Source: an optimization exercise on an open RTL-to-GDS flow (aim: small area, a short achievable clock period and few clock cycles). Production flows keep margins and buffers that such runs may drop. The RTL was checked by simulation tests, not by an equivalence proof against the original design. Power figures rest on the tool's default switching activity, not on a simulated workload.

==> flow/design.v <==
package mulPkg;
	localparam int OperandWidth = 32;
	localparam int ProductWidth = 2 * OperandWidth;
	localparam int DefaultRowsPerStage = 8;
	typedef logic [OperandWidth-1:0] operandT;
	typedef struct packed {
		logic valid;
		operandT a;
		operandT b;
	} mulReqT;
	typedef struct packed {
		operandT hi;
		operandT lo;
	} productHalvesT;
	typedef union packed {
		logic [ProductWidth-1:0] full;
		productHalvesT half;
	} productT;
	typedef struct packed {
		logic valid;
		productT product;
	} mulRspT;
endpackage
package apbPkg;
	localparam int AddrWidth = 8;
	localparam int DataWidth = 32;
	typedef struct packed {
		logic psel;
		logic penable;
		logic pwrite;
		logic [AddrWidth-1:0] paddr;
		logic [DataWidth-1:0] pwdata;
	} apbReqT;
	typedef struct packed {
		logic [DataWidth-1:0] prdata;
		logic pready;
		logic pslverr;
	} apbRspT;
	localparam logic [AddrWidth-1:0] AddrOpA = 8'h00;
	localparam logic [AddrWidth-1:0] AddrOpB = 8'h04;
	localparam logic [AddrWidth-1:0] AddrCtrl = 8'h08;
	localparam logic [AddrWidth-1:0] AddrStatus = 8'h0C;
	localparam logic [AddrWidth-1:0] AddrResLo = 8'h10;
	localparam logic [AddrWidth-1:0] AddrResHi = 8'h14;
	localparam int CtrlStartBit = 0;
	localparam int StatusBusyBit = 0;
	localparam int StatusDoneBit = 1;
endpackage
`timescale 1ns/1ps
module prefixAdder #(
	parameter int Width = mulPkg::OperandWidth
) (
	input logic [Width-1:0] a,
	input logic [Width-1:0] b,
	input logic cin,
	output logic [Width-1:0] sum
);
	localparam int Levels = $clog2(Width);
	logic [Width-1:0] p0;
	logic [Width-1:0] g [Levels+1];
	logic [Width-1:0] p [Levels+1];
	assign p0 = a ^ b;
	assign g[0] = (a & b) | {{(Width-1){1'b0}}, p0[0] & cin};
	assign p[0] = p0;
	for (genvar l = 1; l <= Levels; l++) begin : genLevel
		for (genvar i = 0; i < Width; i++) begin : genBit
			if (((i >> (l-1)) & 1) == 1) begin : genNode
				localparam int J = ((i >> (l-1)) << (l-1)) - 1;
				assign g[l][i] = g[l-1][i] | (p[l-1][i] & g[l-1][J]);
				assign p[l][i] = p[l-1][i] & p[l-1][J];
			end else begin : genPass
				assign g[l][i] = g[l-1][i];
				assign p[l][i] = p[l-1][i];
			end
		end
	end
	assign sum = p0 ^ {g[Levels][Width-2:0], cin};
endmodule
`timescale 1ns/1ps
module mulRow (
	input logic [32:0] accS,
	input logic [32:0] accC,
	input logic idle,
	input logic [31:0] a,
	input logic [3:0] one,
	input logic [3:0] two,
	input logic [3:0] neg,
	input logic d16,
	output logic [40:0] rowX,
	output logic [40:0] rowY
);
	logic [33:0] aExt;
	logic [3:0] negN;
	logic [31:0] top;
	logic [32:0] pp0;
	logic [32:0] pp1;
	logic [32:0] pp2;
	logic [32:0] pp3;
	assign aExt = {1'b0, a, 1'b0};
	assign negN = ~neg;
	assign top = a & {32{d16}};
	assign pp0 = (aExt[33:1] & {33{one[0]}} | aExt[32:0] & {33{two[0]}}) ^ {33{neg[0]}};
	assign pp1 = (aExt[33:1] & {33{one[1]}} | aExt[32:0] & {33{two[1]}}) ^ {33{neg[1]}};
	assign pp2 = (aExt[33:1] & {33{one[2]}} | aExt[32:0] & {33{two[2]}}) ^ {33{neg[2]}};
	assign pp3 = (aExt[33:1] & {33{one[3]}} | aExt[32:0] & {33{two[3]}}) ^ {33{neg[3]}};
	logic fs0, fc0, fs1, fc1, fs2, fc2, fs3, fc3, fs4, fc4, fs5, fc5, fs6, fc6, fs7, fc7;
	logic fs8, fc8, fs9, fc9, fs10, fc10, fs11, fc11, fs12, fc12, fs13, fc13, fs14, fc14, fs15, fc15;
	logic fs16, fc16, fs17, fc17, fs18, fc18, fs19, fc19, fs20, fc20, fs21, fc21, fs22, fc22, fs23, fc23;
	logic fs24, fc24, fs25, fc25, fs26, fc26, fs27, fc27, fs28, fc28, fs29, fc29, fs30, fc30, fs31, fc31;
	logic fs32, fc32, fs33, fc33, fs34, fc34, fs35, fc35, fs36, fc36, fs37, fc37, fs38, fc38, fs39, fc39;
	logic fs40, fc40, fs41, fc41, fs42, fc42, fs43, fc43, fs44, fc44, fs45, fc45, fs46, fc46, fs47, fc47;
	logic fs48, fc48, fs49, fc49, fs50, fc50, fs51, fc51, fs52, fc52, fs53, fc53, fs54, fc54, fs55, fc55;
	logic fs56, fc56, fs57, fc57, fs58, fc58, fs59, fc59, fs60, fc60, fs61, fc61, fs62, fc62, fs63, fc63;
	logic fs64, fc64, fs65, fc65, fs66, fc66, fs67, fc67, fs68, fc68, fs69, fc69, fs70, fc70, fs71, fc71;
	logic fs72, fc72, fs73, fc73, fs74, fc74, fs75, fc75, fs76, fc76, fs77, fc77, fs78, fc78, fs79, fc79;
	logic fs80, fc80, fs81, fc81, fs82, fc82, fs83, fc83, fs84, fc84, fs85, fc85, fs86, fc86, fs87, fc87;
	logic fs88, fc88, fs89, fc89, fs90, fc90, fs91, fc91, fs92, fc92, fs93, fc93, fs94, fc94, fs95, fc95;
	logic fs96, fc96, fs97, fc97, fs98, fc98, fs99, fc99, fs100, fc100, fs101, fc101, fs102, fc102, fs103, fc103;
	logic fs104, fc104, fs105, fc105, fs106, fc106, fs107, fc107, fs108, fc108, fs109, fc109, fs110, fc110, fs111, fc111;
	logic fs112, fc112, fs113, fc113, fs114, fc114, fs115, fc115, fs116, fc116, fs117, fc117, fs118, fc118, fs119, fc119;
	logic fs120, fc120, fs121, fc121, fs122, fc122, fs123, fc123, fs124, fc124, fs125, fc125, fs126, fc126, fs127, fc127;
	logic fs128, fc128, fs129, fc129, fs130, fc130, fs131, fc131, fs132, fc132, fs133, fc133, fs134, fc134, fs135, fc135;
	logic fs136, fc136, fs137, fc137, fs138, fc138, fs139, fc139, fs140, fc140, fs141, fc141, fs142, fc142, fs143, fc143;
	logic fs144, fc144, fs145, fc145, fs146, fc146, fs147, fc147, fs148, fc148, fs149, fc149, fs150, fc150, fs151, fc151;
	logic fs152, fc152, fs153, fc153, fs154, fc154, fs155, fc155, fs156, fc156, fs157, fc157, fs158, fc158, fs159, fc159;
	logic fs160, fc160, fs161, fc161, hs0, hc0, hs1, hc1, hs2, hc2, hs3, hc3, hs4, hc4, hs5, hc5;
	logic hs6, hc6, hs7, hc7, hs8, hc8, hs9, hc9, hs10, hc10, hs11, hc11;
	assign hs0 = accS[6] ^ accC[6];
	assign hc0 = accS[6] & accC[6];
	assign hs1 = accS[7] ^ accC[7];
	assign hc1 = accS[7] & accC[7];
	fullAdd fa0 (.x(accS[8]), .y(accC[8]), .z(top[0]), .s(fs0), .c(fc0));
	fullAdd fa1 (.x(accS[9]), .y(accC[9]), .z(top[1]), .s(fs1), .c(fc1));
	fullAdd fa2 (.x(accS[10]), .y(accC[10]), .z(top[2]), .s(fs2), .c(fc2));
	fullAdd fa3 (.x(accS[11]), .y(accC[11]), .z(top[3]), .s(fs3), .c(fc3));
	fullAdd fa4 (.x(accS[12]), .y(accC[12]), .z(top[4]), .s(fs4), .c(fc4));
	fullAdd fa5 (.x(accS[13]), .y(accC[13]), .z(top[5]), .s(fs5), .c(fc5));
	fullAdd fa6 (.x(accS[14]), .y(accC[14]), .z(top[6]), .s(fs6), .c(fc6));
	fullAdd fa7 (.x(accS[15]), .y(accC[15]), .z(top[7]), .s(fs7), .c(fc7));
	fullAdd fa8 (.x(accS[16]), .y(accC[16]), .z(top[8]), .s(fs8), .c(fc8));
	fullAdd fa9 (.x(accS[17]), .y(accC[17]), .z(top[9]), .s(fs9), .c(fc9));
	fullAdd fa10 (.x(accS[18]), .y(accC[18]), .z(top[10]), .s(fs10), .c(fc10));
	fullAdd fa11 (.x(accS[19]), .y(accC[19]), .z(top[11]), .s(fs11), .c(fc11));
	fullAdd fa12 (.x(accS[20]), .y(accC[20]), .z(top[12]), .s(fs12), .c(fc12));
	fullAdd fa13 (.x(accS[21]), .y(accC[21]), .z(top[13]), .s(fs13), .c(fc13));
	fullAdd fa14 (.x(accS[22]), .y(accC[22]), .z(top[14]), .s(fs14), .c(fc14));
	fullAdd fa15 (.x(accS[23]), .y(accC[23]), .z(top[15]), .s(fs15), .c(fc15));
	fullAdd fa16 (.x(accS[24]), .y(accC[24]), .z(top[16]), .s(fs16), .c(fc16));
	fullAdd fa17 (.x(accS[25]), .y(accC[25]), .z(top[17]), .s(fs17), .c(fc17));
	fullAdd fa18 (.x(accS[26]), .y(accC[26]), .z(top[18]), .s(fs18), .c(fc18));
	fullAdd fa19 (.x(accS[27]), .y(accC[27]), .z(top[19]), .s(fs19), .c(fc19));
	fullAdd fa20 (.x(accS[28]), .y(accC[28]), .z(top[20]), .s(fs20), .c(fc20));
	fullAdd fa21 (.x(accS[29]), .y(accC[29]), .z(top[21]), .s(fs21), .c(fc21));
	fullAdd fa22 (.x(accS[30]), .y(accC[30]), .z(top[22]), .s(fs22), .c(fc22));
	fullAdd fa23 (.x(accS[31]), .y(accC[31]), .z(top[23]), .s(fs23), .c(fc23));
	fullAdd fa24 (.x(1'b1), .y(accS[32]), .z(accC[32]), .s(fs24), .c(fc24));
	fullAdd fa25 (.x(idle), .y(top[24]), .z(pp0[32]), .s(fs25), .c(fc25));
	assign hs2 = negN[0] ^ top[25];
	assign hc2 = negN[0] & top[25];
	assign hs3 = accS[2] ^ accC[2];
	assign hc3 = accS[2] & accC[2];
	assign hs4 = accS[3] ^ accC[3];
	assign hc4 = accS[3] & accC[3];
	fullAdd fa26 (.x(accS[4]), .y(accC[4]), .z(neg[2]), .s(fs26), .c(fc26));
	assign hs5 = pp0[4] ^ pp1[2];
	assign hc5 = pp0[4] & pp1[2];
	fullAdd fa27 (.x(accS[5]), .y(accC[5]), .z(pp0[5]), .s(fs27), .c(fc27));
	assign hs6 = pp1[3] ^ pp2[1];
	assign hc6 = pp1[3] & pp2[1];
	fullAdd fa28 (.x(neg[3]), .y(hs0), .z(pp0[6]), .s(fs28), .c(fc28));
	fullAdd fa29 (.x(pp1[4]), .y(pp2[2]), .z(pp3[0]), .s(fs29), .c(fc29));
	fullAdd fa30 (.x(hc0), .y(hs1), .z(pp0[7]), .s(fs30), .c(fc30));
	fullAdd fa31 (.x(pp1[5]), .y(pp2[3]), .z(pp3[1]), .s(fs31), .c(fc31));
	fullAdd fa32 (.x(hc1), .y(fs0), .z(pp0[8]), .s(fs32), .c(fc32));
	fullAdd fa33 (.x(pp1[6]), .y(pp2[4]), .z(pp3[2]), .s(fs33), .c(fc33));
	fullAdd fa34 (.x(fc0), .y(fs1), .z(pp0[9]), .s(fs34), .c(fc34));
	fullAdd fa35 (.x(pp1[7]), .y(pp2[5]), .z(pp3[3]), .s(fs35), .c(fc35));
	fullAdd fa36 (.x(fc1), .y(fs2), .z(pp0[10]), .s(fs36), .c(fc36));
	fullAdd fa37 (.x(pp1[8]), .y(pp2[6]), .z(pp3[4]), .s(fs37), .c(fc37));
	fullAdd fa38 (.x(fc2), .y(fs3), .z(pp0[11]), .s(fs38), .c(fc38));
	fullAdd fa39 (.x(pp1[9]), .y(pp2[7]), .z(pp3[5]), .s(fs39), .c(fc39));
	fullAdd fa40 (.x(fc3), .y(fs4), .z(pp0[12]), .s(fs40), .c(fc40));
	fullAdd fa41 (.x(pp1[10]), .y(pp2[8]), .z(pp3[6]), .s(fs41), .c(fc41));
	fullAdd fa42 (.x(fc4), .y(fs5), .z(pp0[13]), .s(fs42), .c(fc42));
	fullAdd fa43 (.x(pp1[11]), .y(pp2[9]), .z(pp3[7]), .s(fs43), .c(fc43));
	fullAdd fa44 (.x(fc5), .y(fs6), .z(pp0[14]), .s(fs44), .c(fc44));
	fullAdd fa45 (.x(pp1[12]), .y(pp2[10]), .z(pp3[8]), .s(fs45), .c(fc45));
	fullAdd fa46 (.x(fc6), .y(fs7), .z(pp0[15]), .s(fs46), .c(fc46));
	fullAdd fa47 (.x(pp1[13]), .y(pp2[11]), .z(pp3[9]), .s(fs47), .c(fc47));
	fullAdd fa48 (.x(fc7), .y(fs8), .z(pp0[16]), .s(fs48), .c(fc48));
	fullAdd fa49 (.x(pp1[14]), .y(pp2[12]), .z(pp3[10]), .s(fs49), .c(fc49));
	fullAdd fa50 (.x(fc8), .y(fs9), .z(pp0[17]), .s(fs50), .c(fc50));
	fullAdd fa51 (.x(pp1[15]), .y(pp2[13]), .z(pp3[11]), .s(fs51), .c(fc51));
	fullAdd fa52 (.x(fc9), .y(fs10), .z(pp0[18]), .s(fs52), .c(fc52));
	fullAdd fa53 (.x(pp1[16]), .y(pp2[14]), .z(pp3[12]), .s(fs53), .c(fc53));
	fullAdd fa54 (.x(fc10), .y(fs11), .z(pp0[19]), .s(fs54), .c(fc54));
	fullAdd fa55 (.x(pp1[17]), .y(pp2[15]), .z(pp3[13]), .s(fs55), .c(fc55));
	fullAdd fa56 (.x(fc11), .y(fs12), .z(pp0[20]), .s(fs56), .c(fc56));
	fullAdd fa57 (.x(pp1[18]), .y(pp2[16]), .z(pp3[14]), .s(fs57), .c(fc57));
	fullAdd fa58 (.x(fc12), .y(fs13), .z(pp0[21]), .s(fs58), .c(fc58));
	fullAdd fa59 (.x(pp1[19]), .y(pp2[17]), .z(pp3[15]), .s(fs59), .c(fc59));
	fullAdd fa60 (.x(fc13), .y(fs14), .z(pp0[22]), .s(fs60), .c(fc60));
	fullAdd fa61 (.x(pp1[20]), .y(pp2[18]), .z(pp3[16]), .s(fs61), .c(fc61));
	fullAdd fa62 (.x(fc14), .y(fs15), .z(pp0[23]), .s(fs62), .c(fc62));
	fullAdd fa63 (.x(pp1[21]), .y(pp2[19]), .z(pp3[17]), .s(fs63), .c(fc63));
	fullAdd fa64 (.x(fc15), .y(fs16), .z(pp0[24]), .s(fs64), .c(fc64));
	fullAdd fa65 (.x(pp1[22]), .y(pp2[20]), .z(pp3[18]), .s(fs65), .c(fc65));
	fullAdd fa66 (.x(fc16), .y(fs17), .z(pp0[25]), .s(fs66), .c(fc66));
	fullAdd fa67 (.x(pp1[23]), .y(pp2[21]), .z(pp3[19]), .s(fs67), .c(fc67));
	fullAdd fa68 (.x(fc17), .y(fs18), .z(pp0[26]), .s(fs68), .c(fc68));
	fullAdd fa69 (.x(pp1[24]), .y(pp2[22]), .z(pp3[20]), .s(fs69), .c(fc69));
	fullAdd fa70 (.x(fc18), .y(fs19), .z(pp0[27]), .s(fs70), .c(fc70));
	fullAdd fa71 (.x(pp1[25]), .y(pp2[23]), .z(pp3[21]), .s(fs71), .c(fc71));
	fullAdd fa72 (.x(fc19), .y(fs20), .z(pp0[28]), .s(fs72), .c(fc72));
	fullAdd fa73 (.x(pp1[26]), .y(pp2[24]), .z(pp3[22]), .s(fs73), .c(fc73));
	fullAdd fa74 (.x(fc20), .y(fs21), .z(pp0[29]), .s(fs74), .c(fc74));
	fullAdd fa75 (.x(pp1[27]), .y(pp2[25]), .z(pp3[23]), .s(fs75), .c(fc75));
	fullAdd fa76 (.x(fc21), .y(fs22), .z(pp0[30]), .s(fs76), .c(fc76));
	fullAdd fa77 (.x(pp1[28]), .y(pp2[26]), .z(pp3[24]), .s(fs77), .c(fc77));
	fullAdd fa78 (.x(fc22), .y(fs23), .z(pp0[31]), .s(fs78), .c(fc78));
	fullAdd fa79 (.x(pp1[29]), .y(pp2[27]), .z(pp3[25]), .s(fs79), .c(fc79));
	fullAdd fa80 (.x(fc23), .y(fs24), .z(pp1[30]), .s(fs80), .c(fc80));
	fullAdd fa81 (.x(pp2[28]), .y(pp3[26]), .z(fs25), .s(fs81), .c(fc81));
	fullAdd fa82 (.x(fc24), .y(hs2), .z(pp1[31]), .s(fs82), .c(fc82));
	fullAdd fa83 (.x(pp2[29]), .y(pp3[27]), .z(fc25), .s(fs83), .c(fc83));
	fullAdd fa84 (.x(1'b1), .y(top[26]), .z(hc2), .s(fs84), .c(fc84));
	fullAdd fa85 (.x(pp1[32]), .y(pp2[30]), .z(pp3[28]), .s(fs85), .c(fc85));
	fullAdd fa86 (.x(negN[1]), .y(top[27]), .z(pp2[31]), .s(fs86), .c(fc86));
	assign hs7 = 1'b1 ^ top[28];
	assign hc7 = 1'b1 & top[28];
	assign hs8 = accS[0] ^ accC[0];
	assign hc8 = accS[0] & accC[0];
	assign hs9 = accS[1] ^ accC[1];
	assign hc9 = accS[1] & accC[1];
	fullAdd fa87 (.x(neg[1]), .y(hs3), .z(pp0[2]), .s(fs87), .c(fc87));
	fullAdd fa88 (.x(hc3), .y(hs4), .z(pp0[3]), .s(fs88), .c(fc88));
	fullAdd fa89 (.x(hc4), .y(fs26), .z(pp2[0]), .s(fs89), .c(fc89));
	fullAdd fa90 (.x(fc26), .y(hc5), .z(fs27), .s(fs90), .c(fc90));
	fullAdd fa91 (.x(fc27), .y(hc6), .z(fs28), .s(fs91), .c(fc91));
	fullAdd fa92 (.x(fc28), .y(fc29), .z(fs30), .s(fs92), .c(fc92));
	fullAdd fa93 (.x(fc30), .y(fc31), .z(fs32), .s(fs93), .c(fc93));
	fullAdd fa94 (.x(fc32), .y(fc33), .z(fs34), .s(fs94), .c(fc94));
	fullAdd fa95 (.x(fc34), .y(fc35), .z(fs36), .s(fs95), .c(fc95));
	fullAdd fa96 (.x(fc36), .y(fc37), .z(fs38), .s(fs96), .c(fc96));
	fullAdd fa97 (.x(fc38), .y(fc39), .z(fs40), .s(fs97), .c(fc97));
	fullAdd fa98 (.x(fc40), .y(fc41), .z(fs42), .s(fs98), .c(fc98));
	fullAdd fa99 (.x(fc42), .y(fc43), .z(fs44), .s(fs99), .c(fc99));
	fullAdd fa100 (.x(fc44), .y(fc45), .z(fs46), .s(fs100), .c(fc100));
	fullAdd fa101 (.x(fc46), .y(fc47), .z(fs48), .s(fs101), .c(fc101));
	fullAdd fa102 (.x(fc48), .y(fc49), .z(fs50), .s(fs102), .c(fc102));
	fullAdd fa103 (.x(fc50), .y(fc51), .z(fs52), .s(fs103), .c(fc103));
	fullAdd fa104 (.x(fc52), .y(fc53), .z(fs54), .s(fs104), .c(fc104));
	fullAdd fa105 (.x(fc54), .y(fc55), .z(fs56), .s(fs105), .c(fc105));
	fullAdd fa106 (.x(fc56), .y(fc57), .z(fs58), .s(fs106), .c(fc106));
	fullAdd fa107 (.x(fc58), .y(fc59), .z(fs60), .s(fs107), .c(fc107));
	fullAdd fa108 (.x(fc60), .y(fc61), .z(fs62), .s(fs108), .c(fc108));
	fullAdd fa109 (.x(fc62), .y(fc63), .z(fs64), .s(fs109), .c(fc109));
	fullAdd fa110 (.x(fc64), .y(fc65), .z(fs66), .s(fs110), .c(fc110));
	fullAdd fa111 (.x(fc66), .y(fc67), .z(fs68), .s(fs111), .c(fc111));
	fullAdd fa112 (.x(fc68), .y(fc69), .z(fs70), .s(fs112), .c(fc112));
	fullAdd fa113 (.x(fc70), .y(fc71), .z(fs72), .s(fs113), .c(fc113));
	fullAdd fa114 (.x(fc72), .y(fc73), .z(fs74), .s(fs114), .c(fc114));
	fullAdd fa115 (.x(fc74), .y(fc75), .z(fs76), .s(fs115), .c(fc115));
	fullAdd fa116 (.x(fc76), .y(fc77), .z(fs78), .s(fs116), .c(fc116));
	fullAdd fa117 (.x(fc78), .y(fc79), .z(fs80), .s(fs117), .c(fc117));
	fullAdd fa118 (.x(fc80), .y(fs82), .z(fc81), .s(fs118), .c(fc118));
	fullAdd fa119 (.x(fc82), .y(fs84), .z(fs85), .s(fs119), .c(fc119));
	fullAdd fa120 (.x(pp3[29]), .y(fc84), .z(fc85), .s(fs120), .c(fc120));
	fullAdd fa121 (.x(hs7), .y(pp2[32]), .z(pp3[30]), .s(fs121), .c(fc121));
	fullAdd fa122 (.x(negN[2]), .y(top[29]), .z(hc7), .s(fs122), .c(fc122));
	assign hs10 = 1'b1 ^ top[30];
	assign hc10 = 1'b1 & top[30];
	assign hs11 = neg[0] ^ hs8;
	assign hc11 = neg[0] & hs8;
	fullAdd fa123 (.x(hc8), .y(hs9), .z(pp0[1]), .s(fs123), .c(fc123));
	fullAdd fa124 (.x(hc9), .y(pp1[0]), .z(fs87), .s(fs124), .c(fc124));
	fullAdd fa125 (.x(pp1[1]), .y(fc87), .z(fs88), .s(fs125), .c(fc125));
	fullAdd fa126 (.x(fc88), .y(fs89), .z(hs5), .s(fs126), .c(fc126));
	fullAdd fa127 (.x(fc89), .y(hs6), .z(fs90), .s(fs127), .c(fc127));
	fullAdd fa128 (.x(fs29), .y(fc90), .z(fs91), .s(fs128), .c(fc128));
	fullAdd fa129 (.x(fs31), .y(fc91), .z(fs92), .s(fs129), .c(fc129));
	fullAdd fa130 (.x(fs33), .y(fc92), .z(fs93), .s(fs130), .c(fc130));
	fullAdd fa131 (.x(fs35), .y(fc93), .z(fs94), .s(fs131), .c(fc131));
	fullAdd fa132 (.x(fs37), .y(fc94), .z(fs95), .s(fs132), .c(fc132));
	fullAdd fa133 (.x(fs39), .y(fc95), .z(fs96), .s(fs133), .c(fc133));
	fullAdd fa134 (.x(fs41), .y(fc96), .z(fs97), .s(fs134), .c(fc134));
	fullAdd fa135 (.x(fs43), .y(fc97), .z(fs98), .s(fs135), .c(fc135));
	fullAdd fa136 (.x(fs45), .y(fc98), .z(fs99), .s(fs136), .c(fc136));
	fullAdd fa137 (.x(fs47), .y(fc99), .z(fs100), .s(fs137), .c(fc137));
	fullAdd fa138 (.x(fs49), .y(fc100), .z(fs101), .s(fs138), .c(fc138));
	fullAdd fa139 (.x(fs51), .y(fc101), .z(fs102), .s(fs139), .c(fc139));
	fullAdd fa140 (.x(fs53), .y(fc102), .z(fs103), .s(fs140), .c(fc140));
	fullAdd fa141 (.x(fs55), .y(fc103), .z(fs104), .s(fs141), .c(fc141));
	fullAdd fa142 (.x(fs57), .y(fc104), .z(fs105), .s(fs142), .c(fc142));
	fullAdd fa143 (.x(fs59), .y(fc105), .z(fs106), .s(fs143), .c(fc143));
	fullAdd fa144 (.x(fs61), .y(fc106), .z(fs107), .s(fs144), .c(fc144));
	fullAdd fa145 (.x(fs63), .y(fc107), .z(fs108), .s(fs145), .c(fc145));
	fullAdd fa146 (.x(fs65), .y(fc108), .z(fs109), .s(fs146), .c(fc146));
	fullAdd fa147 (.x(fs67), .y(fc109), .z(fs110), .s(fs147), .c(fc147));
	fullAdd fa148 (.x(fs69), .y(fc110), .z(fs111), .s(fs148), .c(fc148));
	fullAdd fa149 (.x(fs71), .y(fc111), .z(fs112), .s(fs149), .c(fc149));
	fullAdd fa150 (.x(fs73), .y(fc112), .z(fs113), .s(fs150), .c(fc150));
	fullAdd fa151 (.x(fs75), .y(fc113), .z(fs114), .s(fs151), .c(fc151));
	fullAdd fa152 (.x(fs77), .y(fc114), .z(fs115), .s(fs152), .c(fc152));
	fullAdd fa153 (.x(fs79), .y(fc115), .z(fs116), .s(fs153), .c(fc153));
	fullAdd fa154 (.x(fc116), .y(fs117), .z(fs81), .s(fs154), .c(fc154));
	fullAdd fa155 (.x(fc117), .y(fs83), .z(fs118), .s(fs155), .c(fc155));
	fullAdd fa156 (.x(fs119), .y(fc83), .z(fc118), .s(fs156), .c(fc156));
	fullAdd fa157 (.x(fs86), .y(fc119), .z(fs120), .s(fs157), .c(fc157));
	fullAdd fa158 (.x(fs121), .y(fc86), .z(fc120), .s(fs158), .c(fc158));
	fullAdd fa159 (.x(pp3[31]), .y(fc121), .z(fs122), .s(fs159), .c(fc159));
	fullAdd fa160 (.x(hs10), .y(pp3[32]), .z(fc122), .s(fs160), .c(fc160));
	fullAdd fa161 (.x(negN[3]), .y(top[31]), .z(hc10), .s(fs161), .c(fc161));
	assign rowX[0] = hs11;
	assign rowY[0] = pp0[0];
	assign rowX[1] = hc11;
	assign rowY[1] = fs123;
	assign rowX[2] = fc123;
	assign rowY[2] = fs124;
	assign rowX[3] = fc124;
	assign rowY[3] = fs125;
	assign rowX[4] = fc125;
	assign rowY[4] = fs126;
	assign rowX[5] = fc126;
	assign rowY[5] = fs127;
	assign rowX[6] = fc127;
	assign rowY[6] = fs128;
	assign rowX[7] = fc128;
	assign rowY[7] = fs129;
	assign rowX[8] = fc129;
	assign rowY[8] = fs130;
	assign rowX[9] = fc130;
	assign rowY[9] = fs131;
	assign rowX[10] = fc131;
	assign rowY[10] = fs132;
	assign rowX[11] = fc132;
	assign rowY[11] = fs133;
	assign rowX[12] = fc133;
	assign rowY[12] = fs134;
	assign rowX[13] = fc134;
	assign rowY[13] = fs135;
	assign rowX[14] = fc135;
	assign rowY[14] = fs136;
	assign rowX[15] = fc136;
	assign rowY[15] = fs137;
	assign rowX[16] = fc137;
	assign rowY[16] = fs138;
	assign rowX[17] = fc138;
	assign rowY[17] = fs139;
	assign rowX[18] = fc139;
	assign rowY[18] = fs140;
	assign rowX[19] = fc140;
	assign rowY[19] = fs141;
	assign rowX[20] = fc141;
	assign rowY[20] = fs142;
	assign rowX[21] = fc142;
	assign rowY[21] = fs143;
	assign rowX[22] = fc143;
	assign rowY[22] = fs144;
	assign rowX[23] = fc144;
	assign rowY[23] = fs145;
	assign rowX[24] = fc145;
	assign rowY[24] = fs146;
	assign rowX[25] = fc146;
	assign rowY[25] = fs147;
	assign rowX[26] = fc147;
	assign rowY[26] = fs148;
	assign rowX[27] = fc148;
	assign rowY[27] = fs149;
	assign rowX[28] = fc149;
	assign rowY[28] = fs150;
	assign rowX[29] = fc150;
	assign rowY[29] = fs151;
	assign rowX[30] = fc151;
	assign rowY[30] = fs152;
	assign rowX[31] = fc152;
	assign rowY[31] = fs153;
	assign rowX[32] = fc153;
	assign rowY[32] = fs154;
	assign rowX[33] = fc154;
	assign rowY[33] = fs155;
	assign rowX[34] = fc155;
	assign rowY[34] = fs156;
	assign rowX[35] = fc156;
	assign rowY[35] = fs157;
	assign rowX[36] = fc157;
	assign rowY[36] = fs158;
	assign rowX[37] = fc158;
	assign rowY[37] = fs159;
	assign rowX[38] = fc159;
	assign rowY[38] = fs160;
	assign rowX[39] = fc160;
	assign rowY[39] = fs161;
	assign rowX[40] = fc161;
	assign rowY[40] = 1'b0;
endmodule
module fullAdd (
	input logic x,
	input logic y,
	input logic z,
	output logic s,
	output logic c
);
	assign s = x ^ y ^ z;
	assign c = (x & y) | (x & z) | (y & z);
endmodule
`timescale 1ns/1ps
module mulArray (
	input logic clk,
	input logic arstN,
	input logic [31:0] a,
	input logic [31:0] b,
	input logic wrB,
	input logic [7:0] bLoNext,
	input logic aValidNext,
	input logic bValidNext,
	input logic go,
	output mulPkg::productT product
);
	logic run1;
	logic run2;
	logic run3;
	logic running;
	logic first;
	logic [3:0] oneQ;
	logic [3:0] twoQ;
	logic [3:0] negQ;
	logic d16Q;
	logic [3:0] oneD;
	logic [3:0] twoD;
	logic [3:0] negD;
	logic digitsOn;
	logic [32:0] accS;
	logic [32:0] accC;
	logic [7:0] byteS;
	logic [7:0] byteC;
	logic [23:0] lowQ;
	logic lowCarry;
	logic [40:0] rowX;
	logic [40:0] rowY;
	logic [8:0] byteSum;
	logic [39:0] topSum;
	assign first = go & ~running;
	always_ff @(posedge clk or negedge arstN) begin
		if (!arstN) begin
			run1 <= 1'b0;
			run2 <= 1'b0;
			run3 <= 1'b0;
			running <= 1'b0;
		end else begin
			run1 <= first;
			run2 <= run1;
			run3 <= run2;
			running <= first | run1 | run2;
		end
	end
	function automatic logic [11:0] booth(input logic [7:0] g, input logic below);
		logic [3:0] one;
		logic [3:0] two;
		logic [3:0] neg;
		for (int j = 0; j < 4; j++) begin
			logic hi;
			logic mid;
			logic lo;
			hi = g[2*j+1];
			mid = g[2*j];
			lo = (j == 0) ? below : g[2*j-1];
			neg[j] = hi;
			one[j] = mid ^ lo;
			two[j] = (hi & ~mid & ~lo) | (~hi & mid & lo);
		end
		booth = {neg, two, one};
	endfunction
	logic [11:0] digitsFirst;
	logic [11:0] digitsRun;
	logic [11:0] digitsD;
	logic [7:0] groupRest;
	logic groupRestBelow;
	assign digitsFirst = booth(b[15:8], b[7]);
	always_comb begin
		if (run1) begin
			groupRest = b[23:16];
			groupRestBelow = b[15];
		end else if (run2) begin
			groupRest = b[31:24];
			groupRestBelow = b[23];
		end else begin
			groupRest = wrB ? bLoNext : b[7:0];
			groupRestBelow = 1'b0;
		end
	end
	assign digitsRun = booth(groupRest, groupRestBelow);
	assign digitsD = first ? digitsFirst : digitsRun;
	assign digitsOn = aValidNext & bValidNext;
	assign {negD, twoD, oneD} = digitsD & {12{digitsOn}};
	always_ff @(posedge clk) begin
		oneQ <= oneD;
		twoQ <= twoD;
		negQ <= negD;
		d16Q <= run2 & b[31] & digitsOn;
	end
	mulRow mulRow_i (
		.accS(accS & {33{running}}),
		.accC(accC & {33{running}}),
		.idle(~running),
		.a(a),
		.one(oneQ),
		.two(twoQ),
		.neg(negQ),
		.d16(d16Q),
		.rowX(rowX),
		.rowY(rowY)
	);
	assign byteSum = {1'b0, byteS} + {1'b0, byteC} + {8'd0, lowCarry & (run2 | run3)};
	always_ff @(posedge clk) begin
		if (go | running) begin
			accS <= rowX[40:8];
			accC <= rowY[40:8];
			byteS <= rowX[7:0];
			byteC <= rowY[7:0];
		end
		if (running) begin
			lowCarry <= byteSum[8];
		end
		if (run1) begin
			lowQ[7:0] <= byteSum[7:0];
		end
		if (run2) begin
			lowQ[15:8] <= byteSum[7:0];
		end
		if (run3) begin
			lowQ[23:16] <= byteSum[7:0];
		end
	end
	prefixAdder #(
		.Width(40)
	) prefixAdder_i (
		.a({accS[31:0], byteS}),
		.b({accC[31:0], byteC}),
		.cin(lowCarry),
		.sum(topSum)
	);
	assign product.half.hi = topSum[39:8];
	assign product.half.lo = {topSum[7:0], lowQ};
endmodule
`timescale 1ns/1ps
module mulApbRegs (
	input logic clk,
	input logic arstN,
	input apbPkg::apbReqT apbReq,
	output apbPkg::apbRspT apbRsp,
	output mulPkg::operandT opA,
	output mulPkg::operandT opB,
	output logic opBWrite,
	output logic [7:0] opBLoNext,
	output logic opAValidNext,
	output logic opBValidNext,
	output logic go,
	input mulPkg::productT product
);
	logic setup;
	logic done;
	logic inMap;
	logic inMapHi;
	logic inMapLo;
	logic mapped;
	logic wrOpA;
	logic wrOpB;
	logic opAValid;
	logic opBValid;
	mulPkg::operandT opARead;
	mulPkg::operandT opBRead;
	mulPkg::productT result;
	logic [apbPkg::DataWidth-1:0] readWord;
	logic [apbPkg::DataWidth-1:0] prdataQ;
	logic pslverrQ;
	assign setup = apbReq.psel & ~apbReq.penable;
	startDetect startDetect_i (
		.psel(apbReq.psel),
		.penable(apbReq.penable),
		.pwrite(apbReq.pwrite),
		.paddr(apbReq.paddr),
		.startBit(apbReq.pwdata[apbPkg::CtrlStartBit]),
		.go(go)
	);
	addrDecode addrDecode_i (
		.paddr(apbReq.paddr),
		.inMapHi(inMapHi),
		.inMapLo(inMapLo)
	);
	assign inMap = inMapHi & inMapLo;
	assign mapped = inMap & ~(apbReq.paddr[4] & apbReq.paddr[3]);
	assign opARead = opA & {32{opAValid}};
	assign opBRead = opB & {32{opBValid}};
	assign result = product & {64{done}};
	always_comb begin
		case ({apbReq.paddr[4], apbReq.paddr[2]})
			2'b00: readWord = opARead;
			2'b01: readWord = opBRead;
			2'b10: readWord = result.half.lo;
			default: readWord = result.half.hi;
		endcase
		if (apbReq.paddr[3]) begin
			readWord = '0;
			readWord[apbPkg::StatusDoneBit] = done & apbReq.paddr[2] & ~apbReq.paddr[4];
		end
		if (!inMap) begin
			readWord = '0;
		end
	end
	always_ff @(posedge clk) begin
		prdataQ <= readWord;
		pslverrQ <= ~mapped;
	end
	always_comb begin
		apbRsp.prdata = prdataQ;
		apbRsp.pready = 1'b1;
		apbRsp.pslverr = pslverrQ;
	end
	always_ff @(posedge clk or negedge arstN) begin
		if (!arstN) begin
			wrOpA <= 1'b0;
			wrOpB <= 1'b0;
			opAValid <= 1'b0;
			opBValid <= 1'b0;
			done <= 1'b0;
		end else begin
			wrOpA <= setup && apbReq.pwrite && (apbReq.paddr == apbPkg::AddrOpA);
			wrOpB <= setup && apbReq.pwrite && (apbReq.paddr == apbPkg::AddrOpB);
			if (wrOpA) begin
				opAValid <= 1'b1;
			end
			if (wrOpB) begin
				opBValid <= 1'b1;
			end
			if (go) begin
				done <= 1'b1;
			end
		end
	end
	always_ff @(posedge clk) begin
		if (wrOpA) begin
			opA <= apbReq.pwdata;
		end
		if (wrOpB) begin
			opB <= apbReq.pwdata;
		end
	end
	assign opBWrite = wrOpB;
	assign opBLoNext = apbReq.pwdata[7:0];
	assign opAValidNext = opAValid | wrOpA;
	assign opBValidNext = opBValid | wrOpB;
endmodule
module startDetect (
	input logic psel,
	input logic penable,
	input logic pwrite,
	input logic [apbPkg::AddrWidth-1:0] paddr,
	input logic startBit,
	output logic go
);
	assign go = psel & ~penable & pwrite & startBit & (paddr == apbPkg::AddrCtrl);
endmodule
module addrDecode (
	input logic [apbPkg::AddrWidth-1:0] paddr,
	output logic inMapHi,
	output logic inMapLo
);
	assign inMapHi = (paddr[7:5] == 3'b000);
	assign inMapLo = (paddr[1:0] == 2'b00);
endmodule
`timescale 1ns/1ps
module mulApbTop (
	input logic clk,
	input logic arstN,
	input apbPkg::apbReqT apbReq,
	output apbPkg::apbRspT apbRsp
);
	mulPkg::operandT opA;
	mulPkg::operandT opB;
	logic go;
	logic opBWrite;
	logic [7:0] opBLoNext;
	logic opAValidNext;
	logic opBValidNext;
	mulPkg::productT product;
	mulApbRegs mulApbRegs_i (
		.clk(clk),
		.arstN(arstN),
		.apbReq(apbReq),
		.apbRsp(apbRsp),
		.opA(opA),
		.opB(opB),
		.opBWrite(opBWrite),
		.opBLoNext(opBLoNext),
		.opAValidNext(opAValidNext),
		.opBValidNext(opBValidNext),
		.go(go),
		.product(product)
	);
	mulArray mulArray_i (
		.clk(clk),
		.arstN(arstN),
		.a(opA),
		.b(opB),
		.wrB(opBWrite),
		.bLoNext(opBLoNext),
		.aValidNext(opAValidNext),
		.bValidNext(opBValidNext),
		.go(go),
		.product(product)
	);
endmodule
`timescale 1ns/1ps
module mulApbChip (
	input logic clk,
	input logic arstN,
	input logic psel,
	input logic penable,
	input logic pwrite,
	input logic [7:0] paddr,
	input logic [31:0] pwdata,
	output logic [31:0] prdata,
	output logic pready,
	output logic pslverr
);
	apbPkg::apbReqT apbReq;
	apbPkg::apbRspT apbRsp;
	assign apbReq.psel = psel;
	assign apbReq.penable = penable;
	assign apbReq.pwrite = pwrite;
	assign apbReq.paddr = paddr;
	assign apbReq.pwdata = pwdata;
	assign prdata = apbRsp.prdata;
	assign pready = apbRsp.pready;
	assign pslverr = apbRsp.pslverr;
	mulApbTop mulApbTop_i (
		.clk(clk),
		.arstN(arstN),
		.apbReq(apbReq),
		.apbRsp(apbRsp)
	);
endmodule
==> flow/flow/run.sh <==
#!/bin/bash
# The standard layout, with timing repair aimed at a path delay well below
# the clock period: the clock and the constraints are unchanged, only
# repair_timing's setup margin is raised (and kept to the worst endpoints).
set -euo pipefail
export SETUP_SLACK_MARGIN="${FLOW_SETUP_MARGIN:-9.2}"
export TNS_END_PERCENT="${FLOW_TNS_END:-10}"
export BUFFER_PORTS_ARGS="-buffer_cell sky130_fd_sc_hd__buf_2"
export CTS_ARGS="-sink_clustering_enable -repair_clock_nets -dont_use_dummy_load -sink_clustering_size 20 -sink_clustering_max_diameter 80 -buf_list {sky130_fd_sc_hd__clkbuf_8 sky130_fd_sc_hd__clkbuf_16}"
# keep each full adder of the multiplier step a module of its own through
# synthesis, so that it maps to one full-adder cell without inverters around it, and keep the
# two address decodes that gate many flip-flops short;
# the netlist is flattened at the end of synthesis as usual
export SYNTH_KEEP_MODULES="fullAdd startDetect addrDecode"
bash standard.sh > flow_standard.log 2>&1
==> flow/standard.sh <==
#!/bin/bash
# synth_recipe.tcl (not shown) runs the flow's synth.tcl, then flattens the netlist and writes it again
# the make line also repeats each setting of config.mk as NAME=value (left out here)
make -C /OpenROAD-flow-scripts/flow DESIGN_CONFIG=/design/flow/config.mk WORK_HOME=/design/flow/orfs CLKGATE_MAP_FILE= SYNTH_SCRIPT=/design/flow/synth_recipe.tcl "${@:-finish}"
==> flow/config.mk <==
export PLATFORM = sky130hd
export DESIGN_NAME = mulApbChip
export DESIGN_NICKNAME = mulApbChip
export VERILOG_FILES = /design/flow/design.v
export SDC_FILE = /design/flow/constraint.sdc
export NUM_CORES = 4
export LEC_CHECK = 0
export CAP_MARGIN = 20
export CORE_MARGIN = 2
export CORE_UTILIZATION = 40
export SLEW_MARGIN = 20
==> flow/constraint.sdc <==
create_clock -name core_clock -period 13.0 [get_ports {clk}]
set_input_delay 2.6000 -clock core_clock [delete_from_list [all_inputs] [get_ports {clk}]]
set_output_delay 2.6000 -clock core_clock [all_outputs]
set_load 0.01 [all_outputs]
==> results of run 1 <==
[flip-flops by register name, summed over array words and instances (netlist names), 4 cells and up]
register and flops:
mulApbTop_i.mulArray_i.oneQ 4, mulApbTop_i.mulApbRegs_i.prdataQ 32, mulApbTop_i.mulArray_i.accS 33, mulApbTop_i.mulApbRegs_i.opB 32, mulApbTop_i.mulArray_i.negQ 4, mulApbTop_i.mulArray_i.byteS 8
mulApbTop_i.mulApbRegs_i.opA 32, mulApbTop_i.mulArray_i.lowQ 24, mulApbTop_i.mulArray_i.accC 32, mulApbTop_i.mulArray_i.twoQ 4, mulApbTop_i.mulArray_i.byteC 8
[worst paths after layout]
check                                                         startpoint                                             to  slack (ps)  cells after the start
max                                                             paddr[3]      mulApbTop_i.mulArray_i.accS[14]$_DFFE_PP_        9200                      5
min                        mulApbTop_i.mulApbRegs_i.opAValid$_DFFE_PN0P_  mulApbTop_i.mulApbRegs_i.opAValid$_DFFE_PN0P_         490                      1
max reg2reg                     mulApbTop_i.mulArray_i.running$_DFF_PN0_      mulApbTop_i.mulArray_i.accC[11]$_DFFE_PP_        9290                      6
min reg2reg                mulApbTop_i.mulApbRegs_i.opAValid$_DFFE_PN0P_  mulApbTop_i.mulApbRegs_i.opAValid$_DFFE_PN0P_         490                      1
max in group asynchronous                                          arstN       mulApbTop_i.mulApbRegs_i.wrOpB$_DFF_PN0_       10820                      1
min in group asynchronous                                          arstN          mulApbTop_i.mulArray_i.run3$_DFF_PN0_        1940                      1
[metal layers]
layer  global-route usage (%)  wire (um)
met1                    34.18      21210
met2                    38.33      23050
met3                    3.436       4006
met4                    8.248       1690
met5                   0.5952          0
[metrics by stage]
stage | util [%] | hold WS [ps] | cells | instance area (sq um) | worst slack, ps
2_1_floorplan | - | 444.4 | 1356 | 16150 | 8926
3_3_place_gp | 42.40 | 472.2 | 1859 | 16880 | 8155
3_5_place_dp | 42.40 | 474.5 | 1859 | 16880 | 8083
4_1_cts | 43.54 | 495.8 | 1878 | 17340 | 9072
5_1_grt | 43.58 | 511.0 | 1878 | 17360 | 9128
6_report | 43.58 | 486.3 | 1878 | 17360 | 9204
[worst reg2reg max path: stages, from the launching register on]
cell and delay (ps):
dfrtp_2 660, buf_4 470, and2_1 250, fa_1 440
fa_1 610, fa_1 470, fa_1 490
[layout make-up]
type                    instances  area (sq um)  area share, %
clock buffers                  17         425.4          2.451
inverters                      33         123.9         0.7137
multi-input cells             986          9371          53.99
flip-flops and latches        225          6269          36.12
well taps                     525         656.9          3.785
repair buffers                 92         510.5          2.941
[per-module statistics from Yosys, one instance, submodules excluded]
module       flip-flops and latches  cells inside  times used
mulApbChip                      225          1186           1
startDetect                       0             4           1
fullAdd                           0             1         162
addrDecode                        0             2           1
[kinds of logic (layout without fill, tap and decap cells)]
group	Yosys count	after routing	synth area share (%)
compound gates	316	316	14.17
buf+inv	146	142	3.434
xor+xnor	168	168	9.117
fa+ha+maj	219	219	24.93
mux	12	12	0.7443
other cells	2	4	0.04653
flops	225	225	38.73
simple gates	266	267	8.822
[cell usage in the layout (no fill, tap or decap), types with 33 or more instances in the layout]
master / count
buf_2: 77
a22oi_1: 145
ha_1: 48
dfxtp_1: 34
fa_1: 171
inv_1: 33
edfxtp_1: 170
nor2_1: 51
a21oi_1: 54
and2_1: 93
xnor2_1: 155
nand2_1: 50
[where the power goes]
group | total, mW | leakage (nW) | internal (mW) | switching, mW
sequential | 0.767 | 2.09 | 0.766 | 0.000676
combinational | 0.0242 | 4.52 | 0.00970 | 0.0145
clock | 0.481 | 0.209 | 0.232 | 0.249
total | 1.27 | 6.82 | 1.01 | 0.264
[repair_timing]
item	in CTS	in global routing
gates cloned	1	0
endpoints found under the setup margin	74	46
resized for setup	5	6
pin swaps	0	1
buffers inserted	1	0
==> impl_metrics.env, run 1 <==
export IMPL_synth_area_leader_cell="edfxtp_1"
export IMPL_start_util_pct=40.53
export IMPL_clk_pin_slew_worst_paths_ps=80
export IMPL_end_kind="register"
export IMPL_max_slew_margin_pct=31.68
export IMPL_die_area_sq_mm=0.04197
export IMPL_insertedDiodeCount=0
export IMPL_slowest_delay_ps=350
export IMPL_route_detailed_drc=0
export IMPL_cp_required_ps=13130
export IMPL_setup_violations=0
export IMPL_drt_initial_drc_count=1294
export IMPL_worstPathArrival_ps=3930
export IMPL_synth_edf_count=170
export IMPL_totalWireLength_um=49960
export IMPL_finalCriticalPeriod_ps=3796
export IMPL_peakVddDrop_mv=0.06968
export IMPL_postCtsHoldBufs=0
export IMPL_cts_made_buffers=17
export IMPL_grt_start_max_net_pins=47
export IMPL_area_growth_pct=7.543
export IMPL_cts_tree="built"
export IMPL_ys_seq_elements=225
export IMPL_maxCapViolations=0
export IMPL_synth_most_common_cell="fa_1"
export IMPL_gr_total_overflow=0
export IMPL_hp_class="register to register"
export IMPL_nets=1619
export IMPL_wl_per_cell_um=26.60
export IMPL_ioPinCount=79
export IMPL_power_mw=1.273
export IMPL_synth_commonest_cells="fa_1 (171), edfxtp_1 (170), xnor2_1 (155)"
export IMPL_cts_max_level=1
export IMPL_synth_warnings=5
export IMPL_first_global_vias=11649
export IMPL_worst_pin_slew_ps=1025
export IMPL_avgSynthCellArea_sq_um=11.92
export IMPL_tns_ps=0
export IMPL_skew_ps=70.92
export IMPL_clkLatencyLatePin_ps=520
export IMPL_path_cells="buf_2 > nor4bb_1 > and3_1 > or2_4 > buf_12"
export IMPL_status="complete, no violations"
export IMPL_clockBufferDepth=3
export IMPL_grt_pass1_wl_um=75300
export IMPL_power_density_mw_per_mm2=73.32
export IMPL_slowest_stage="and3_1"
export IMPL_die_x_um=204.9
export IMPL_drtPass1Iterations=7
export IMPL_antenna_found_initial=0
export IMPL_cts_sinks=225
export IMPL_cts_root_buf="clkbuf_16"
export IMPL_gp_congestion=0.9111
export IMPL_yosysTopAreaCellShare_pct=31.63
export IMPL_ys_types=66
export IMPL_path_max_fanout=46
export IMPL_ant_nets=0
export IMPL_max_freq_mhz=263.4
export IMPL_finalHoldViolations=0
export IMPL_grt_total_usage_pct=24.23
export IMPL_syn_inst=1354
export IMPL_place_hpwl_um=35220
export IMPL_synthArstFlopShare_pct=4.000
export IMPL_vias=11269
export IMPL_port_buffers=77
export IMPL_period_share_pct=29.20
export IMPL_rows=73
export IMPL_crit_family="simple AND/OR/NAND/NOR gates"
export IMPL_path_buf_inv=2
export IMPL_nFillCells=3721
export IMPL_ys_top_cells_by_area="edfxtp_1 (32%), fa_1 (21%), xnor2_1 (8.4%), a22oi_1 (6.7%), dfxtp_1 (5.7%)"
export IMPL_ys_seq_area_share_pct=38.73
export IMPL_die_height_um=204.9
export IMPL_rsz0062_at_grt="true"
export IMPL_path_class="input pin to register"
export IMPL_leakage_nw=6.819
export IMPL_start_kind="input pin"
export IMPL_drive_above_1_share_pct=10.94
export IMPL_syn_area_sq_mm=0.01614
export IMPL_ys_flop_type="edfxtp_1"
export IMPL_core_sq_mm=0.03982
export IMPL_vias_per_cell=6.001
export IMPL_drv_slew=0
Testbench counts, summed over its fixed seeds: cycles 14,400.
==> run 2, diff against run 1 <==
--- a/flow/flow/run.sh
+++ b/flow/flow/run.sh
@@ -3,7 +3,7 @@
 # the clock period: the clock and the constraints are unchanged, only
 # repair_timing's setup margin is raised (and kept to the worst endpoints).
 set -euo pipefail
-export SETUP_SLACK_MARGIN="${FLOW_SETUP_MARGIN:-9.2}"
+export SETUP_SLACK_MARGIN="${FLOW_SETUP_MARGIN:-9.4}"
 export TNS_END_PERCENT="${FLOW_TNS_END:-10}"
 export BUFFER_PORTS_ARGS="-buffer_cell sky130_fd_sc_hd__buf_2"
 export CTS_ARGS="-sink_clustering_enable -repair_clock_nets -dont_use_dummy_load -sink_clustering_size 20 -sink_clustering_max_diameter 80 -buf_list {sky130_fd_sc_hd__clkbuf_8 sky130_fd_sc_hd__clkbuf_16}"
==> impl_metrics.env, run 2 <==
export IMPL_largest_reg_flops=33
export IMPL_port_buffers=77
export IMPL_start_kind="register"
export IMPL_rows=73
export IMPL_cts_max_level=1
export IMPL_drt_initial_drc_count=1424
export IMPL_synth_edf_count=170
export IMPL_ioPinCount=79
export IMPL_nets=1628
export IMPL_nFillCells=3700
export IMPL_finalHoldViolations=0
export IMPL_place_hpwl_um=35220
export IMPL_leakage_nw=6.890
export IMPL_area_growth_pct=8.884
export IMPL_totalWireLength_um=50860
export IMPL_dp_slack_ps=8083
export IMPL_drive_above_1_share_pct=12.33
export IMPL_setup_ws_ps=9290
export IMPL_synth_most_common_cell="fa_1"
export IMPL_synthArstFlopShare_pct=4.000
export IMPL_ys_flop_type="edfxtp_1"
export IMPL_crit_family="flip-flops"
export IMPL_path_class="register to primary output"
export IMPL_first_global_vias=11644
export IMPL_gr_total_overflow=0
export IMPL_wl_per_cell_um=26.94
export IMPL_max_freq_mhz=269.6
export IMPL_status="complete, no violations"
export IMPL_cts_made_buffers=17
export IMPL_synth_area_leader_cell="edfxtp_1"
export IMPL_die_height_um=204.9
export IMPL_worst_pin_slew_ps=1065
export IMPL_worstPathArrival_ps=1110
export IMPL_clockBufferDepth=3
export IMPL_synth_commonest_cells="fa_1 (171), edfxtp_1 (170), xnor2_1 (155)"
export IMPL_vias=11403
export IMPL_grt_start_max_net_pins=47
export IMPL_cp_depth=1
export IMPL_ant_nets=0
export IMPL_clkLatencyLatePin_ps=530
export IMPL_antenna_found_initial=0
export IMPL_max_slew_margin_pct=28.99
export IMPL_rr_worst_depth=6
export IMPL_holdPathStages=1
export IMPL_period_share_pct=28.54
export IMPL_end_kind="primary output"
export IMPL_layout_commonest_cell="fa_1"
export IMPL_slowest_stage="dfxtp_1"
export IMPL_synth_warnings=5
export IMPL_gp_congestion=0.9111
export IMPL_regMostFlops="mulApbTop_i.mulArray_i.accS"
export IMPL_die_area_sq_mm=0.04197
export IMPL_yosysTopAreaCellShare_pct=31.63
export IMPL_cp_required_ps=10400
export IMPL_rsz0062_at_grt="true"
export IMPL_avgSynthCellArea_sq_um=11.92
export IMPL_layout_cells_most_common_list="fa_1 (171), edfxtp_1 (170), xnor2_1 (155), a22oi_1 (145), and2_1 (93)"
export IMPL_path_max_fanout=1
export IMPL_vias_per_cell=6.040
export IMPL_ys_seq_elements=225
export IMPL_die_x_um=204.9
export IMPL_cts_root_buf="clkbuf_16"
export IMPL_ys_types=66
export IMPL_route_detailed_drc=0
export IMPL_path_cells="buf_2"
export IMPL_start_util_pct=40.53
export IMPL_cts_sinks=225
export IMPL_skew_ps=77.52
export IMPL_ys_seq_area_share_pct=38.73
export IMPL_slowest_delay_ps=420
export IMPL_power_density_mw_per_mm2=72.46
export IMPL_syn_area_sq_mm=0.01614
export IMPL_syn_inst=1354
export IMPL_tns_ps=0
export IMPL_drv_slew=0
export IMPL_path_buf_inv=1
export IMPL_cts_tree="built"
export IMPL_ys_top_cells_by_area="edfxtp_1 (32%), fa_1 (21%), xnor2_1 (8.4%), a22oi_1 (6.7%), dfxtp_1 (5.7%)"
export IMPL_hp_class="register to register"
export IMPL_drtPass1Iterations=8
export IMPL_core_sq_mm=0.03982
export IMPL_grt_total_usage_pct=24.23
export IMPL_grt_pass1_wl_um=75290
export IMPL_setup_violations=0
export IMPL_clk_pin_slew_worst_paths_ps=90
export IMPL_peakVddDrop_mv=0.07201
export IMPL_finalCriticalPeriod_ps=3710
export IMPL_maxCapViolations=0
## run 2: cell counts after synthesis
Identical to the previous run, type by type.
## run 2: Yosys stat by module (local to each module, per instance)
module / cells / times used
mulApbChip: 1186 / 1
startDetect: 4 / 1
addrDecode: 2 / 1
fullAdd: 1 / 162
## run 2: metal layers
metal	wire, um	part of all wire (%)	up-vias	GRT usage [%]
li1	-	-	4814	-
met3	4240	8.3	108	3.436
met4	1919	3.8	2	8.248
met2	23330	46	645	38.34
met1	21350	42	5834	34.15
met5	27	0.053	-	0.5952
## run 2: where the power goes
part	internal (mW)	switching (mW)	total (mW)
registers	0.766	0.000682	0.767
clock network	0.232	0.249	0.481
logic	0.0103	0.0152	0.0255
total	1.01	0.265	1.27
## run 2: final cells by class
class                           count  area, sq um  share of cell area (%)
Tap cell                          525        656.9                   3.738
Sequential cell                   225         6272                   35.69
Antenna cell                        1        2.502                 0.01424
Timing Repair Buffer              100        648.1                   3.688
Clock buffer                       17        425.4                   2.421
Inverter                           33        123.9                  0.7049
Multi-Input combinational cell    987         9444                   53.74
## run 2: logic make-up (layout without fill, tap and decap cells)
group,after synthesis,in the layout,share of synthesized area [%]
fa+ha+maj,219,219,24.93
buf+inv,146,150,3.434
xor+xnor,168,168,9.117
other cells,2,5,0.04653
mux,12,12,0.7443
simple gates,266,268,8.822
flops,225,225,38.73
compound gates,316,316,14.17
## run 2: worst paths after layout
check / start / endpoint / slack, ps
max in group asynchronous: arstN / mulApbTop_i.mulApbRegs_i.wrOpB$_DFF_PN0_ / 10840
hold / removal: mulApbTop_i.mulApbRegs_i.opAValid$_DFFE_PN0P_ / mulApbTop_i.mulApbRegs_i.opAValid$_DFFE_PN0P_ / 490
min in group asynchronous: arstN / mulApbTop_i.mulArray_i.run3$_DFF_PN0_ / 1930
setup / recovery: mulApbTop_i.mulApbRegs_i.prdataQ[11]$_SDFF_PP0_ / prdata[11] / 9290
setup reg to reg: mulApbTop_i.mulArray_i.running$_DFF_PN0_ / mulApbTop_i.mulArray_i.accC[11]$_DFFE_PP_ / 9410
hold reg to reg: mulApbTop_i.mulApbRegs_i.opAValid$_DFFE_PN0P_ / mulApbTop_i.mulApbRegs_i.opAValid$_DFFE_PN0P_ / 490
## run 2: through the flow
step | util, % | power (mW) | hold slack, ps | std cells | cell area (sq um)
after floorplan | - | 0.7917 | 444.4 | 1356 | 16150
after global placement | 42.40 | 0.8064 | 472.2 | 1859 | 16880
after detailed placement | 42.40 | 0.8071 | 474.5 | 1859 | 16880
after CTS | 43.62 | 1.282 | 495.8 | 1878 | 17370
after global routing | 44.12 | 1.304 | 511.0 | 1887 | 17570
final | 44.13 | 1.273 | 485.5 | 1888 | 17570
## run 2: what timing repair did
action                     4_1_cts  5_1_grt
pin swaps                        0        5
setup endpoints to repair      165      145
gates resized for setup         14       23
hold buffers                     0        0
buffers inserted                 1        6
gates cloned                     1        3
==> run 3, diff against run 2 <==
==> flow/flow/run.sh (replaced) <==
#!/bin/bash
# The standard layout, with timing repair aimed at a path delay well below
# the clock period: the clock and the constraints are unchanged, only
# repair_timing's setup margin is raised (and kept to the worst endpoints).
set -euo pipefail
export SETUP_SLACK_MARGIN="${FLOW_SETUP_MARGIN:-9.2}"
export TNS_END_PERCENT="${FLOW_TNS_END:-10}"
export BUFFER_PORTS_ARGS="-buffer_cell sky130_fd_sc_hd__buf_2"
export CTS_ARGS="-sink_clustering_enable -repair_clock_nets -dont_use_dummy_load -buf_list {sky130_fd_sc_hd__clkbuf_4 sky130_fd_sc_hd__clkbuf_8}"
# keep each full adder of the multiplier step a module of its own through
# synthesis, so that it maps to one full-adder cell without inverters around it, and keep the
# two address decodes that gate many flip-flops short;
# the netlist is flattened at the end of synthesis as usual
export SYNTH_KEEP_MODULES="fullAdd startDetect addrDecode"
export PRE_RESIZE_TCL="$PWD/flow/max_fanout.tcl"
bash standard.sh > flow_standard.log 2>&1
==> flow/flow/max_fanout.tcl (new file) <==
# sourced before repair_design (after global placement): split nets that
# drive many pins, such as the accumulator's enable and clear, into buffer
# trees rather than leave them on one driver
set_max_fanout 16 [current_design]
==> impl_metrics.env, run 3 <==
export IMPL_syn_inst=1354
export IMPL_cts_made_buffers=40
export IMPL_clkLatencyLatePin_ps=590
export IMPL_avgSynthCellArea_sq_um=11.92
export IMPL_worstReg2RegEnd="mulApbTop_i.mulArray_i.accC[7]$_DFFE_PP_"
export IMPL_path_max_fanout=8
export IMPL_grt_start_max_net_pins=17
export IMPL_cts_sinks=225
export IMPL_synth_warnings=5
export IMPL_nets=1704
export IMPL_drv_slew=0
export IMPL_ys_top_cells_by_area="edfxtp_1 (32%), fa_1 (21%), xnor2_1 (8.4%), a22oi_1 (6.7%), dfxtp_1 (5.7%)"
export IMPL_ys_seq_area_share_pct=38.73
export IMPL_drt_initial_drc_count=1543
export IMPL_route_detailed_drc=0
export IMPL_drive_above_1_share_pct=15.16
export IMPL_core_sq_mm=0.03982
export IMPL_fin_util_pct=45.37
export IMPL_ff2ff_setup_slack_ps=9210
export IMPL_die_area_sq_mm=0.04197
export IMPL_synth_edf_count=170
export IMPL_rr_worst_depth=6
export IMPL_maxCapViolations=0
export IMPL_wl_per_cell_um=27.52
export IMPL_status="complete, no violations"
export IMPL_path_cells="buf_2 > nor4bb_1 > and3_1 > or2_4 > buf_6 > buf_12 > buf_8 > bufbuf_16"
export IMPL_period_share_pct=29.48
export IMPL_finalCriticalPeriod_ps=3832
export IMPL_gr_total_overflow=0
export IMPL_cp_required_ps=13240
export IMPL_slowest_delay_ps=270
export IMPL_cts_tree="built"
export IMPL_power_mw=1.343
export IMPL_totalWireLength_um=54040
export IMPL_reg2reg_from="mulApbTop_i.mulArray_i.negQ[0]$_DFF_P_"
export IMPL_rsz0062_at_grt="true"
export IMPL_layout_cells_most_common_list="fa_1 (171), edfxtp_1 (170), xnor2_1 (155), a22oi_1 (145), and2_1 (93)"
export IMPL_peakVddDrop_mv=0.09959
export IMPL_first_global_vias=12137
export IMPL_grt_pass1_wl_um=80290
export IMPL_hp_class="register to register"
export IMPL_clk_pin_slew_worst_paths_ps=60
export IMPL_vias=11926
export IMPL_largest_reg_flops=33
export IMPL_end_kind="register"
export IMPL_start_util_pct=40.53
export IMPL_grt_total_usage_pct=26.32
export IMPL_start_kind="input pin"
export IMPL_regMostFlops="mulApbTop_i.mulArray_i.accS"
export IMPL_drtPass1Iterations=11
export IMPL_clockBufferDepth=3
export IMPL_skew_ps=79.29
export IMPL_synth_area_leader_cell="edfxtp_1"
export IMPL_cts_max_level=2
export IMPL_finalHoldViolations=0
export IMPL_die_x_um=204.9
export IMPL_synth_commonest_cells="fa_1 (171), edfxtp_1 (170), xnor2_1 (155)"
export IMPL_endpoint="mulApbTop_i.mulArray_i.accS[26]$_DFFE_PP_"
export IMPL_layout_commonest_cell="fa_1"
export IMPL_max_freq_mhz=260.9
export IMPL_area_growth_pct=11.94
export IMPL_ioPinCount=79
export IMPL_tns_ps=0
export IMPL_rows=73
export IMPL_startpoint="paddr[2]"
export IMPL_die_height_um=204.9
export IMPL_vias_per_cell=6.072
export IMPL_worstPathArrival_ps=4080
export IMPL_worst_pin_slew_ps=1040
export IMPL_place_hpwl_um=40510
export IMPL_ant_nets=0
export IMPL_max_slew_margin_pct=30.46
export IMPL_ys_seq_elements=225
export IMPL_synth_most_common_cell="fa_1"
export IMPL_postCtsHoldBufs=0
export IMPL_gp_congestion=0.9111
export IMPL_ys_types=66
export IMPL_cts_root_buf="clkbuf_8"
export IMPL_syn_area_sq_mm=0.01614
export IMPL_leakage_nw=7.295
export IMPL_yosysTopAreaCellShare_pct=31.63
export IMPL_port_buffers=77
export IMPL_ys_flop_type="edfxtp_1"
export IMPL_setup_violations=0
export IMPL_slowest_stage="bufbuf_16"
export IMPL_path_class="input pin to register"
export IMPL_antenna_found_initial=0
export IMPL_synthArstFlopShare_pct=4.000
export IMPL_power_density_mw_per_mm2=74.36
[run 3: logic make-up (layout without fill, tap and decap cells)]
logic type / Yosys count / count (layout) / share of synthesized area [%]
compound gates: 316 / 316 / 14.17
simple gates: 266 / 266 / 8.822
flops: 225 / 225 / 38.73
fa+ha+maj: 219 / 219 / 24.93
xor+xnor: 168 / 168 / 9.117
buf+inv: 146 / 228 / 3.434
mux: 12 / 12 / 0.7443
other cells: 2 / 5 / 0.04653
[run 3: worst min path at each step]
stage / end / start / slack (ps) / cells past startpoint
CTS: mulApbTop_i.mulApbRegs_i.opB[1]$_DFFE_PP_ / mulApbTop_i.mulApbRegs_i.wrOpB$_DFF_PN0_ / 490 / 0
global route: mulApbTop_i.mulApbRegs_i.opBValid$_DFFE_PN0P_ / mulApbTop_i.mulApbRegs_i.opBValid$_DFFE_PN0P_ / 510 / 1
detailed placement: mulApbTop_i.mulApbRegs_i.opAValid$_DFFE_PN0P_ / mulApbTop_i.mulApbRegs_i.opAValid$_DFFE_PN0P_ / 470 / 1
finish: mulApbTop_i.mulApbRegs_i.opB[1]$_DFFE_PP_ / mulApbTop_i.mulApbRegs_i.wrOpB$_DFF_PN0_ / 480 / 0
global placement: mulApbTop_i.mulApbRegs_i.opAValid$_DFFE_PN0P_ / mulApbTop_i.mulApbRegs_i.opAValid$_DFFE_PN0P_ / 470 / 1
floorplan: mulApbTop_i.mulApbRegs_i.opBValid$_DFFE_PN0P_ / mulApbTop_i.mulApbRegs_i.opBValid$_DFFE_PN0P_ / 440 / 1
[run 3: area by class of cell]
| type | count | area, sq um |
|---|---|---|
| multi-input combinational | 985 | 9371 |
| antenna | 1 | 2.502 |
| clock buffer | 40 | 550.5 |
| timing repair buffer | 155 | 1094 |
| tap | 525 | 656.9 |
| fill | 3712 | 21760 |
| sequential | 225 | 6267 |
| inverter | 33 | 123.9 |
[run 3: repair_timing]
action,CTS,global route
gates resized for setup,156,59
setup endpoints to repair,199,162
pin swaps,6,2
endpoints found under the hold margin,0,0
setup buffers,6,0
cloned,1,0
[run 3: Yosys stat by module, one instance, submodules excluded]
module	cells	area [sq um]	flops+latches
mulApbChip	1186	12850	225
startDetect	4	32.53	0
fullAdd	1	20.02	0
addrDecode	2	13.76	0
[run 3: routing by layer]
layer | GRT usage [%] | vias to the layer above | routed length (um)
met3 | 4.454 | 152 | 5188
met2 | 40.85 | 803 | 24450
li1 | - | 4972 | -
met4 | 12.15 | 0 | 2786
met5 | 0 | - | 0
met1 | 36.11 | 5999 | 21620
[run 3: critical path: cells and delay by family]
family | cells | cell delay [ps]
and+or+nand+nor | 3 | 710
buffers and inverters | 5 | 770
[run 3: per-stage QoR]
step	setup WS (ps)	hold WS [ps]	area, sq um	cells
floorplan	8926	444.4	16150	1356
global placement	8155	472.2	16880	1859
detailed placement	5985	471.9	17460	1916
CTS	9046	486.3	18120	1963
global route	9079	505.8	18060	1963
finish	9168	483.9	18070	1964
[run 3: power by group]
part / internal (mW) / switching (mW)
Sequential: 0.768 / 0.000511
Combinational: 0.0101 / 0.0152
Clock: 0.271 / 0.279

what the ideal ports hide:
How much do the figures lean on ideal ports? The routed layouts below were timed once more, with nothing changed but the port constraints.
Step 1 assumes that a clkbuf_16 drives the clock port and a buf_2 every other input.
Step 2, shift: input delay + t, output delay - t, t = (earliest + latest rising clock arrival at the registers) / 2. This alone moves slack from input paths to output paths.
Slacks: no drivers / after step 1 / after step 2; pairs: no drivers / after step 1.
run	t, ns	setup WS [ns]	clock arrival spread, ns	pins driven straight from the clock port
run 1	0.543	9.204 / 9.239 / 8.695	0.071 / 0.071	1
run 2	0.548	9.290 / 9.235 / 8.835	0.078 / 0.078	1
run 3	0.599	9.168 / 9.200 / 8.601	0.079 / 0.079	1
After both steps every run listed still meets setup and hold. The setup slack of run 3, which loses most, moves by +0.032 ns with the drivers and by -0.567 ns with both steps.
